This design comes from an exercise in tuning for a short achievable clock period and few clock cycles on the open sky130 flow, not from production work. The RTL was checked by simulation tests, not by an equivalence proof against the original design.

==> run R: inputs <==
==> flow/design.v <==
package mips_pkg;
    localparam int data_width     = 32;
    localparam int reg_addr_width = 5;
    localparam int ctrl_width = 13;
    localparam logic [5:0] op_rtype = 6'b000000;
    localparam logic [5:0] op_lw    = 6'b100011;
    localparam logic [5:0] op_sw    = 6'b101011;
    localparam logic [5:0] op_beq   = 6'b000100;
    localparam logic [5:0] op_bne   = 6'b000101;
    localparam logic [5:0] op_addi  = 6'b001000;
    localparam logic [5:0] op_addiu = 6'b001001;
    localparam logic [5:0] op_andi  = 6'b001100;
    localparam logic [5:0] op_ori   = 6'b001101;
    localparam logic [5:0] op_xori  = 6'b001110;
    localparam logic [5:0] op_slti  = 6'b001010;
    localparam logic [5:0] op_lui   = 6'b001111;
    localparam logic [5:0] op_j     = 6'b000010;
    localparam logic [5:0] op_jal   = 6'b000011;
    localparam logic [5:0] funct_add = 6'b100000;
    localparam logic [5:0] funct_sub = 6'b100010;
    localparam logic [5:0] funct_and = 6'b100100;
    localparam logic [5:0] funct_or  = 6'b100101;
    localparam logic [5:0] funct_slt = 6'b101010;
    localparam logic [5:0] funct_jr  = 6'b001000;
    localparam logic [3:0] aluop_add   = 4'd0;
    localparam logic [3:0] aluop_sub   = 4'd1;
    localparam logic [3:0] aluop_and   = 4'd2;
    localparam logic [3:0] aluop_or    = 4'd3;
    localparam logic [3:0] aluop_xor   = 4'd4;
    localparam logic [3:0] aluop_slt   = 4'd5;
    localparam logic [3:0] aluop_lui   = 4'd6;
    localparam logic [3:0] aluop_funct = 4'd7;  
    localparam logic [3:0] alu_add = 4'd0;
    localparam logic [3:0] alu_sub = 4'd1;
    localparam logic [3:0] alu_and = 4'd2;
    localparam logic [3:0] alu_or  = 4'd3;
    localparam logic [3:0] alu_xor = 4'd4;
    localparam logic [3:0] alu_slt = 4'd5;
    localparam logic [3:0] alu_lui = 4'd6;
endpackage
`timescale 1ns/1ps
module mips_core (
    input  logic        clk,
    input  logic        rst,
    input  logic [31:0] instr,
    input  logic [31:0] data_rdata,
    output logic [31:0] instr_addr,
    output logic [31:0] data_addr,
    output logic [31:0] data_wdata,
    output logic        data_we
);
    logic [31:0] pc_f, pc_f4;
    assign pc_f4 = pc_f + 32'd4;
    logic        valid_d, pred_d;
    logic [31:0] ir_d, pc_d, pc4_d;
    logic [31:0] rs_oh, rt_oh;           
    logic        valid_e;
    logic [31:0] a_e, b_e, sd_e;        
    logic        fwd_sdl_e;             
    logic        op_add_e, op_sub_e, op_and_e, op_or_e, op_xor_e, op_slt_e;
    logic        we_e, ld_e, st_e, br_e, bne_e, jr_e, pt_e;
    logic [4:0]  wa_e;
    logic [31:0] alt_e;                 
    logic        we_m, ld_m;
    logic [4:0]  wa_m;
    logic [31:0] res_m, sd_m;
    logic        st_m;
    logic [31:0] rf [1:31];
    logic [31:0] wd_m;
    assign wd_m = ld_m ? data_rdata : res_m;
    always_ff @(posedge clk) begin
        for (int i = 1; i < 32; i++) begin
            if (rst) rf[i] <= '0;
            else if (we_m && wa_m == 5'(i)) rf[i] <= wd_m;
        end
    end
    logic [5:0]  op, fn;
    logic [4:0]  rs, rt, rd;
    logic [15:0] imm;
    assign op  = ir_d[31:26];
    assign rs  = ir_d[25:21];
    assign rt  = ir_d[20:16];
    assign rd  = ir_d[15:11];
    assign fn  = ir_d[5:0];
    assign imm = ir_d[15:0];
    logic d_rtype, d_jr, d_lw, d_sw, d_beq, d_bne, d_addi, d_andi, d_ori, d_xori;
    logic d_slti, d_lui, d_j, d_jal, d_alu_r;
    assign d_rtype = op == 6'b000000;
    assign d_jr    = d_rtype && fn == 6'b001000;
    assign d_alu_r = d_rtype && fn != 6'b001000;
    assign d_lw    = op == 6'b100011;
    assign d_sw    = op == 6'b101011;
    assign d_beq   = op == 6'b000100;
    assign d_bne   = op == 6'b000101;
    assign d_addi  = op == 6'b001000 || op == 6'b001001;
    assign d_andi  = op == 6'b001100;
    assign d_ori   = op == 6'b001101;
    assign d_xori  = op == 6'b001110;
    assign d_slti  = op == 6'b001010;
    assign d_lui   = op == 6'b001111;
    assign d_j     = op == 6'b000010;
    assign d_jal   = op == 6'b000011;
    logic       d_we;
    logic [4:0] d_wa;
    logic       d_use_rs, d_use_rt_alu, d_use_rt_sd;
    assign d_we = (d_alu_r || d_lw || d_addi || d_andi || d_ori || d_xori || d_slti ||
                   d_lui || d_jal) && d_wa != 5'd0;
    assign d_wa = d_jal ? 5'd31 : (d_rtype ? rd : rt);
    assign d_use_rs     = d_rtype || d_lw || d_sw || d_beq || d_bne || d_addi || d_andi ||
                          d_ori || d_xori || d_slti;
    assign d_use_rt_alu = d_alu_r || d_beq || d_bne;
    assign d_use_rt_sd  = d_sw;
    logic [31:0] rs_val, rt_val;
    logic [31:0] rs_rf, rt_rf;
    always_comb begin
        rs_rf = '0;
        rt_rf = '0;
        for (int i = 1; i < 32; i++) begin
            rs_rf = rs_rf | ({32{rs_oh[i]}} & rf[i]);
            rt_rf = rt_rf | ({32{rt_oh[i]}} & rf[i]);
        end
    end
    assign rs_val = (we_m && wa_m == rs) ? wd_m : rs_rf;
    assign rt_val = (we_m && wa_m == rt) ? wd_m : rt_rf;
    logic fwd_a, fwd_b, fwd_s;
    assign fwd_a = valid_e && we_e && !ld_e && wa_e == rs && !d_lui && !d_jal;
    assign fwd_b = valid_e && we_e && !ld_e && wa_e == rt && (d_alu_r || d_beq || d_bne);
    assign fwd_s = valid_e && we_e && !ld_e && wa_e == rt;
    logic stall;
    assign stall = valid_d && valid_e && ld_e &&
                   ((d_use_rs && wa_e == rs) || (d_use_rt_alu && wa_e == rt));
    logic [31:0] sext, zext;
    assign sext = {{16{imm[15]}}, imm};
    assign zext = {16'b0, imm};
    logic [31:0] btgt_d, jtgt_d;
    assign btgt_d = pc4_d + {sext[29:0], 2'b00};
    assign jtgt_d = {pc4_d[31:28], ir_d[25:0], 2'b00};
    logic d_br, d_pt;
    assign d_br = (d_beq || d_bne) && imm != 16'd0;    
    assign d_pt = (d_beq && rs == rt) || (d_bne && rs != rt);
    logic [31:0] ras;
    logic d_lz, e_zero, d_take;
    assign d_lz   = valid_e && we_e && op_add_e && !ld_e && wa_e == rs && rt == 5'd0;
    assign e_zero = (a ^ b) == {a[30:0] | b[30:0], 1'b0};
    assign d_take = d_lz ? (d_bne ? !e_zero : e_zero) : d_pt;
    logic        redirect_d;
    logic [31:0] target_d;
    assign redirect_d = valid_d && !stall &&
                        ((!pred_d && (d_j || d_jal || d_jr)) || (d_br && d_take != pred_d));
    assign target_d   = d_jr ? ras : ((d_j || d_jal) ? jtgt_d : (d_take ? btgt_d : pc4_d));
    logic [5:0]  f_op, f_fn;
    logic [4:0]  f_rs, f_rt;
    logic [15:0] f_imm;
    assign f_op  = instr[31:26];
    assign f_rs  = instr[25:21];
    assign f_rt  = instr[20:16];
    assign f_fn  = instr[5:0];
    assign f_imm = instr[15:0];
    logic f_j, f_jal, f_jr, f_beq, f_bne, f_short, f_br, f_pred;
    assign f_j     = f_op == 6'b000010;
    assign f_jal   = f_op == 6'b000011;
    assign f_jr    = f_op == 6'b000000 && f_fn == 6'b001000;
    assign f_beq   = f_op == 6'b000100;
    assign f_bne   = f_op == 6'b000101;
    assign f_short = f_imm[15:5] == {11{f_imm[5]}} && f_imm != 16'd0;
    assign f_br    = f_short && ((f_beq && f_rs == f_rt) || (f_bne && f_rs != f_rt));
    assign f_pred  = f_j || f_jal || f_jr || f_br;
    logic [23:0] f_hi, f_hi_p, f_hi_m;
    logic [6:0]  f_lo;
    logic [31:0] f_btgt, target_f;
    assign f_hi   = pc_f4[31:8];
    assign f_hi_p = pc_f4[31:8] + 24'd1;
    assign f_hi_m = pc_f4[31:8] - 24'd1;
    assign f_lo   = {1'b0, pc_f4[7:2]} + {1'b0, f_imm[5:0]};
    assign f_btgt = {(f_lo[6] == f_imm[5]) ? f_hi : (f_lo[6] ? f_hi_p : f_hi_m), f_lo[5:0], 2'b00};
    assign target_f = f_jr ? ras :
                      (f_j || f_jal) ? {pc_f4[31:28], instr[25:0], 2'b00} : f_btgt;
    logic [31:0] a, b, sum, dif, res;
    logic        less, eq, taken, redirect_e;
    logic [31:0] target_e;
    assign a = a_e;
    assign b = b_e;
    assign sum  = a + b;
    assign dif  = a - b;
    assign less = (a[31] != b[31]) ? a[31] : dif[31];
    assign eq   = a == b;
    assign res = ({32{op_add_e}} & sum) |
                 ({32{op_sub_e}} & dif) |
                 ({32{op_and_e}} & (a & b)) |
                 ({32{op_or_e}}  & (a | b)) |
                 ({32{op_xor_e}} & (a ^ b)) |
                 ({32{op_slt_e}} & {31'b0, less});
    assign taken      = bne_e ? !eq : eq;
    assign redirect_e = valid_e && ((br_e && taken != pt_e) || (jr_e && a != alt_e));
    assign target_e   = jr_e ? a : alt_e;
    always_ff @(posedge clk) begin
        if (rst) begin
            pc_f    <= '0;
            valid_d <= 1'b0;
            valid_e <= 1'b0;
            we_m    <= 1'b0;
            st_m    <= 1'b0;
            ld_m    <= 1'b0;
            ras     <= '0;
        end else begin
            if (redirect_e)      pc_f <= target_e;
            else if (stall)      pc_f <= pc_f;
            else if (redirect_d) pc_f <= target_d;
            else if (f_pred)     pc_f <= target_f;
            else                 pc_f <= pc_f4;
            if (redirect_e || redirect_d) begin
                valid_d <= 1'b0;
            end else if (!stall) begin
                valid_d <= 1'b1;
            end
            if (!redirect_e && !stall && !redirect_d && f_jal) ras <= pc_f4;
            valid_e <= valid_d && !stall && !redirect_e;
            we_m <= valid_e && we_e;
            st_m <= valid_e && st_e;
            ld_m <= valid_e && ld_e;
        end
    end
    always_ff @(posedge clk) begin
        if (!stall) begin
            ir_d   <= instr;
            pc_d   <= pc_f;
            pc4_d  <= pc_f4;
            pred_d <= f_pred;
            for (int i = 0; i < 32; i++) begin
                rs_oh[i] <= f_rs == 5'(i);
                rt_oh[i] <= f_rt == 5'(i);
            end
        end
        a_e  <= fwd_a ? res : (d_lui ? 32'd0 : (d_jal ? pc4_d : rs_val));
        b_e  <= fwd_b ? res :
                d_jal ? 32'd0 :
                d_lui ? {imm, 16'b0} :
                (d_alu_r || d_beq || d_bne) ? rt_val :
                (d_andi || d_ori || d_xori) ? zext : sext;
        sd_e <= fwd_s ? res : rt_val;
        fwd_sdl_e <= valid_e && we_e && ld_e && wa_e == rt;
        op_sub_e  <= d_alu_r && fn == 6'b100010;
        op_and_e  <= (d_alu_r && fn == 6'b100100) || d_andi;
        op_or_e   <= (d_alu_r && fn == 6'b100101) || d_ori;
        op_xor_e  <= d_xori;
        op_slt_e  <= (d_alu_r && fn == 6'b101010) || d_slti;
        op_add_e  <= !((d_alu_r && (fn == 6'b100010 || fn == 6'b100100 || fn == 6'b100101 ||
                                    fn == 6'b101010)) || d_andi || d_ori || d_xori || d_slti);
        we_e  <= d_we;
        wa_e  <= d_wa;
        ld_e  <= d_lw;
        st_e  <= d_sw;
        br_e  <= d_br;
        bne_e <= d_bne;
        jr_e  <= d_jr;
        pt_e  <= d_take;
        alt_e <= d_jr ? (pred_d ? pc_f : ras) : (d_take ? pc4_d : btgt_d);
        res_m <= res;
        wa_m  <= wa_e;
        sd_m  <= fwd_sdl_e ? data_rdata : sd_e;
    end
    assign instr_addr = pc_f;
    assign data_addr  = res_m;
    assign data_wdata = sd_m;
    assign data_we    = st_m;
endmodule
==> flow/flow/run.sh <==
#!/bin/bash
set -euo pipefail
cd "$(dirname "$0")/.."
bash standard.sh SETUP_SLACK_MARGIN=7.5 TNS_END_PERCENT=100 finish > standard.log 2>&1
==> flow/standard.sh <==
#!/bin/bash
# synth_recipe.tcl (not shown) runs the flow's synth.tcl, then flattens the netlist and writes it again
# the make line also repeats each setting of config.mk as NAME=value (left out here)
make -C /OpenROAD-flow-scripts/flow DESIGN_CONFIG=/design/flow/config.mk WORK_HOME=/design/flow/orfs CLKGATE_MAP_FILE= SYNTH_SCRIPT=/design/flow/synth_recipe.tcl "${@:-finish}"
==> flow/config.mk <==
export PLATFORM = sky130hd
export DESIGN_NAME = mips_core
export DESIGN_NICKNAME = mips_core
export VERILOG_FILES = /design/flow/design.v
export SDC_FILE = /design/flow/constraint.sdc
export NUM_CORES = 4
export LEC_CHECK = 0
export CAP_MARGIN = 20
export CORE_MARGIN = 2
export CORE_UTILIZATION = 40
export SETUP_SLACK_MARGIN = 0.3
export SLEW_MARGIN = 20
==> flow/constraint.sdc <==
create_clock -name core_clock -period 11.0 [get_ports {clk}]
set_input_delay 2.2000 -clock core_clock [delete_from_list [all_inputs] [get_ports {clk}]]
set_output_delay 2.2000 -clock core_clock [all_outputs]
set_load 0.01 [all_outputs]
==> run F: changes against run R <==
--- a/flow/design.v
+++ b/flow/design.v
@@ -41,2 +41,30 @@
 `timescale 1ns/1ps
+module alu (
+    input  logic [31:0] a,
+    input  logic [31:0] b,
+    input  logic [31:0] px,
+    input  logic        cin,
+    output logic [31:0] s
+);
+    logic [31:0] g [6];
+    logic [31:0] p [6];
+    always_comb begin
+        p[0] = px;
+        g[0] = a & b;
+        g[0][0] = (a[0] & b[0]) | (px[0] & cin);
+        for (int l = 0; l < 5; l++) begin
+            for (int i = 0; i < 32; i++) begin
+                if (i >= (1 << l)) begin
+                    g[l+1][i] = g[l][i] | (p[l][i] & g[l][i-(1<<l)]);
+                    p[l+1][i] = p[l][i] & p[l][i-(1<<l)];
+                end else begin
+                    g[l+1][i] = g[l][i];
+                    p[l+1][i] = p[l][i];
+                end
+            end
+        end
+        s = p[0] ^ {g[5][30:0], cin};
+    end
+endmodule
+`timescale 1ns/1ps
 module mips_core (
@@ -58,2 +86,3 @@
     logic [31:0] a_e, b_e, sd_e;        
+    logic [31:0] x_e;                   
     logic        fwd_sdl_e;             
@@ -122,4 +151,7 @@
     end
-    assign rs_val = (we_m && wa_m == rs) ? wd_m : rs_rf;
-    assign rt_val = (we_m && wa_m == rt) ? wd_m : rt_rf;
+    logic m_rs, m_rt;
+    assign m_rs   = we_m && wa_m == rs;
+    assign m_rt   = we_m && wa_m == rt;
+    assign rs_val = (m_rs && !ld_m) ? res_m : rs_rf;
+    assign rt_val = (m_rt && !ld_m) ? res_m : rt_rf;
     logic fwd_a, fwd_b, fwd_s;
@@ -128,2 +160,6 @@
     assign fwd_s = valid_e && we_e && !ld_e && wa_e == rt;
+    logic ld_a, ld_b, ld_s;
+    assign ld_a = !fwd_a && m_rs && ld_m && !d_lui && !d_jal;
+    assign ld_b = !fwd_b && m_rt && ld_m && (d_alu_r || d_beq || d_bne);
+    assign ld_s = !fwd_s && m_rt && ld_m;
     logic stall;
@@ -143,3 +179,3 @@
     assign d_lz   = valid_e && we_e && op_add_e && !ld_e && wa_e == rs && rt == 5'd0;
-    assign e_zero = (a ^ b) == {a[30:0] | b[30:0], 1'b0};
+    assign e_zero = x_e == {a[30:0] | b[30:0], 1'b0};
     assign d_take = d_lz ? (d_bne ? !e_zero : e_zero) : d_pt;
@@ -149,3 +185,5 @@
                         ((!pred_d && (d_j || d_jal || d_jr)) || (d_br && d_take != pred_d));
-    assign target_d   = d_jr ? ras : ((d_j || d_jal) ? jtgt_d : (d_take ? btgt_d : pc4_d));
+    logic [31:0] bres_d;                   
+    assign bres_d     = ({32{d_take}} & btgt_d) | ({32{!d_take}} & pc4_d);
+    assign target_d   = d_jr ? ras : ((d_j || d_jal) ? jtgt_d : bres_d);
     logic [5:0]  f_op, f_fn;
@@ -158,3 +196,3 @@
     assign f_imm = instr[15:0];
-    logic f_j, f_jal, f_jr, f_beq, f_bne, f_short, f_br, f_pred;
+    logic f_j, f_jal, f_jr, f_pred;
     assign f_j     = f_op == 6'b000010;
@@ -162,17 +200,21 @@
     assign f_jr    = f_op == 6'b000000 && f_fn == 6'b001000;
-    assign f_beq   = f_op == 6'b000100;
-    assign f_bne   = f_op == 6'b000101;
-    assign f_short = f_imm[15:5] == {11{f_imm[5]}} && f_imm != 16'd0;
-    assign f_br    = f_short && ((f_beq && f_rs == f_rt) || (f_bne && f_rs != f_rt));
-    assign f_pred  = f_j || f_jal || f_jr || f_br;
-    logic [23:0] f_hi, f_hi_p, f_hi_m;
-    logic [6:0]  f_lo;
-    logic [31:0] f_btgt, target_f;
-    assign f_hi   = pc_f4[31:8];
-    assign f_hi_p = pc_f4[31:8] + 24'd1;
-    assign f_hi_m = pc_f4[31:8] - 24'd1;
-    assign f_lo   = {1'b0, pc_f4[7:2]} + {1'b0, f_imm[5:0]};
-    assign f_btgt = {(f_lo[6] == f_imm[5]) ? f_hi : (f_lo[6] ? f_hi_p : f_hi_m), f_lo[5:0], 2'b00};
+    assign f_pred  = f_j || f_jal || f_jr;
+    logic [31:0] target_f;
     assign target_f = f_jr ? ras :
-                      (f_j || f_jal) ? {pc_f4[31:28], instr[25:0], 2'b00} : f_btgt;
+                      {pc_f4[31:28], instr[25:0], 2'b00};
+    localparam int NBTB = 8;
+    logic [NBTB-1:0] btb_v, btb_hitv;
+    logic [29:0]     btb_tag [NBTB];
+    logic [29:0]     btb_tgt [NBTB];
+    logic [2:0]      btb_ptr;
+    logic            btb_hit, btb_wr;
+    logic [29:0]     btb_target, btb_wr_tag, btb_wr_tgt;
+    always_comb begin
+        btb_target = '0;
+        for (int i = 0; i < NBTB; i++) begin
+            btb_hitv[i] = btb_v[i] && btb_tag[i] == pc_f[31:2];
+            btb_target  = btb_target | ({30{btb_hitv[i]}} & btb_tgt[i]);
+        end
+    end
+    assign btb_hit = |btb_hitv;
     logic [31:0] a, b, sum, dif, res;
@@ -182,7 +224,7 @@
     assign b = b_e;
-    assign sum  = a + b;
-    assign dif  = a - b;
+    alu i_add (.a(a), .b(b),  .px(x_e),  .cin(1'b0), .s(sum));
+    alu i_sub (.a(a), .b(~b), .px(~x_e), .cin(1'b1), .s(dif));
     assign less = (a[31] != b[31]) ? a[31] : dif[31];
-    assign eq   = a == b;
-    assign res = ({32{op_add_e}} & sum) |
+    assign eq   = x_e == 32'd0;
+    assign res = op_add_e ? sum :
                  ({32{op_sub_e}} & dif) |
@@ -190,3 +232,3 @@
                  ({32{op_or_e}}  & (a | b)) |
-                 ({32{op_xor_e}} & (a ^ b)) |
+                 ({32{op_xor_e}} & x_e) |
                  ({32{op_slt_e}} & {31'b0, less});
@@ -195,2 +237,15 @@
     assign target_e   = jr_e ? a : alt_e;
+    logic [31:0] pc_nf;
+    logic [31:0] pc_nb;
+    logic        btb_sel;
+    assign pc_nb   = redirect_e ? target_e : (stall ? pc_f : (redirect_d ? target_d : pc_f4));
+    assign btb_sel = btb_hit && !redirect_e && !stall && !redirect_d;
+    assign pc_nf   = btb_sel ? {btb_target, 2'b00} : pc_nb;
+    logic [31:0] a_nx, b_nx;               
+    assign a_nx = ld_a ? data_rdata : fwd_a ? res : (d_lui ? 32'd0 : (d_jal ? pc4_d : rs_val));
+    assign b_nx = ld_b ? data_rdata : fwd_b ? res :
+                  d_jal ? 32'd0 :
+                  d_lui ? {imm, 16'b0} :
+                  (d_alu_r || d_beq || d_bne) ? rt_val :
+                  (d_andi || d_ori || d_xori) ? zext : sext;
     always_ff @(posedge clk) begin
@@ -204,8 +259,12 @@
             ras     <= '0;
+            btb_v   <= '0;
+            btb_ptr <= '0;
+            btb_wr  <= 1'b0;
         end else begin
-            if (redirect_e)      pc_f <= target_e;
-            else if (stall)      pc_f <= pc_f;
-            else if (redirect_d) pc_f <= target_d;
-            else if (f_pred)     pc_f <= target_f;
-            else                 pc_f <= pc_f4;
+            pc_f <= (f_pred && !redirect_e && !stall && !redirect_d) ? target_f : pc_nf;
+            btb_wr <= redirect_d && d_br && d_take;
+            if (btb_wr) begin
+                btb_v[btb_ptr] <= 1'b1;
+                btb_ptr        <= btb_ptr + 3'd1;
+            end
             if (redirect_e || redirect_d) begin
@@ -215,3 +274,3 @@
             end
-            if (!redirect_e && !stall && !redirect_d && f_jal) ras <= pc_f4;
+            if (!stall && f_jal) ras <= pc_f4;    
             valid_e <= valid_d && !stall && !redirect_e;
@@ -227,3 +286,3 @@
             pc4_d  <= pc_f4;
-            pred_d <= f_pred;
+            pred_d <= f_pred || btb_hit;
             for (int i = 0; i < 32; i++) begin
@@ -233,9 +292,12 @@
         end
-        a_e  <= fwd_a ? res : (d_lui ? 32'd0 : (d_jal ? pc4_d : rs_val));
-        b_e  <= fwd_b ? res :
-                d_jal ? 32'd0 :
-                d_lui ? {imm, 16'b0} :
-                (d_alu_r || d_beq || d_bne) ? rt_val :
-                (d_andi || d_ori || d_xori) ? zext : sext;
-        sd_e <= fwd_s ? res : rt_val;
+        btb_wr_tag <= pc_d[31:2];
+        btb_wr_tgt <= btgt_d[31:2];
+        if (btb_wr) begin
+            btb_tag[btb_ptr] <= btb_wr_tag;
+            btb_tgt[btb_ptr] <= btb_wr_tgt;
+        end
+        a_e  <= a_nx;
+        b_e  <= b_nx;
+        x_e  <= a_nx ^ b_nx;
+        sd_e <= ld_s ? data_rdata : fwd_s ? res : rt_val;
         fwd_sdl_e <= valid_e && we_e && ld_e && wa_e == rt;
@@ -256,3 +318,3 @@
         pt_e  <= d_take;
-        alt_e <= d_jr ? (pred_d ? pc_f : ras) : (d_take ? pc4_d : btgt_d);
+        alt_e <= d_jr ? (pred_d ? pc_f : ras) : (({32{d_take}} & pc4_d) | ({32{!d_take}} & btgt_d));
         res_m <= res;
==> results_dict.tcl <==
set metrics [dict create \
    p_clk_share_pct 45.5 \
    status "finished clean" \
    p_int_mw 12.6 \
    critPathTopFamily "flip-flops" \
    clockNetworkAreaShare_pct 6.75 \
    p_leak_nw 37.5 \
    drive_gt1_share_pct 17.6 \
]
# the run above: run F

==> results_dict.tcl <==
set metrics [dict create \
    cp.required_ns 11.69 \
    finalInstanceArea_mm2 0.0860 \
    seq_area_frac_synth_pct 42.0 \
    p_clk_share_pct 44.1 \
    cpMostUsedCell "a21oi_4" \
    ios 163 \
    finalSetupViolCount 0 \
    p_int_mw 8.74 \
    status "finished clean" \
]
# the run above: run R

Testbench counts of run R, summed over its fixed seeds: cycles 22,991.
Testbench counts of run F, summed over its fixed seeds: cycles 23,388.

## separate check: timing with driven ports
How much do the figures lean on ideal ports? The routed layouts below were timed once more, with nothing changed but the port constraints. Step 1 sets driving cells, clkbuf_16 on the clock port and buf_2 on the other inputs (assumed; they add their load-dependent delay and slew). Step 2 moves the port delays by t, midway between the first and last clock arrival at a register: inputs arrive t later, outputs are due t later. That takes back most of the time a late clock gives input paths. a / b / c = no drivers / after step 1 / after step 2; a / b = the first two.
| run | t, ns | setup slack, ns | hold WS [ns] | worst setup path after step 2 | cell pins on the clock port's net |
|---|---|---|---|---|---|
| run R | 0.908 | 5.452 / 5.497 / 4.589 | 0.397 / 0.397 / 0.397 | input to register | 1 |
| run F | 0.958 | 7.260 / 7.161 / 6.423 | 0.338 / 0.338 / 0.338 | input to register | 1 |
After both steps every run listed still meets setup and hold. For run R, which loses most, drivers alone change the setup slack by +0.045 ns; drivers and shift together by -0.863 ns.
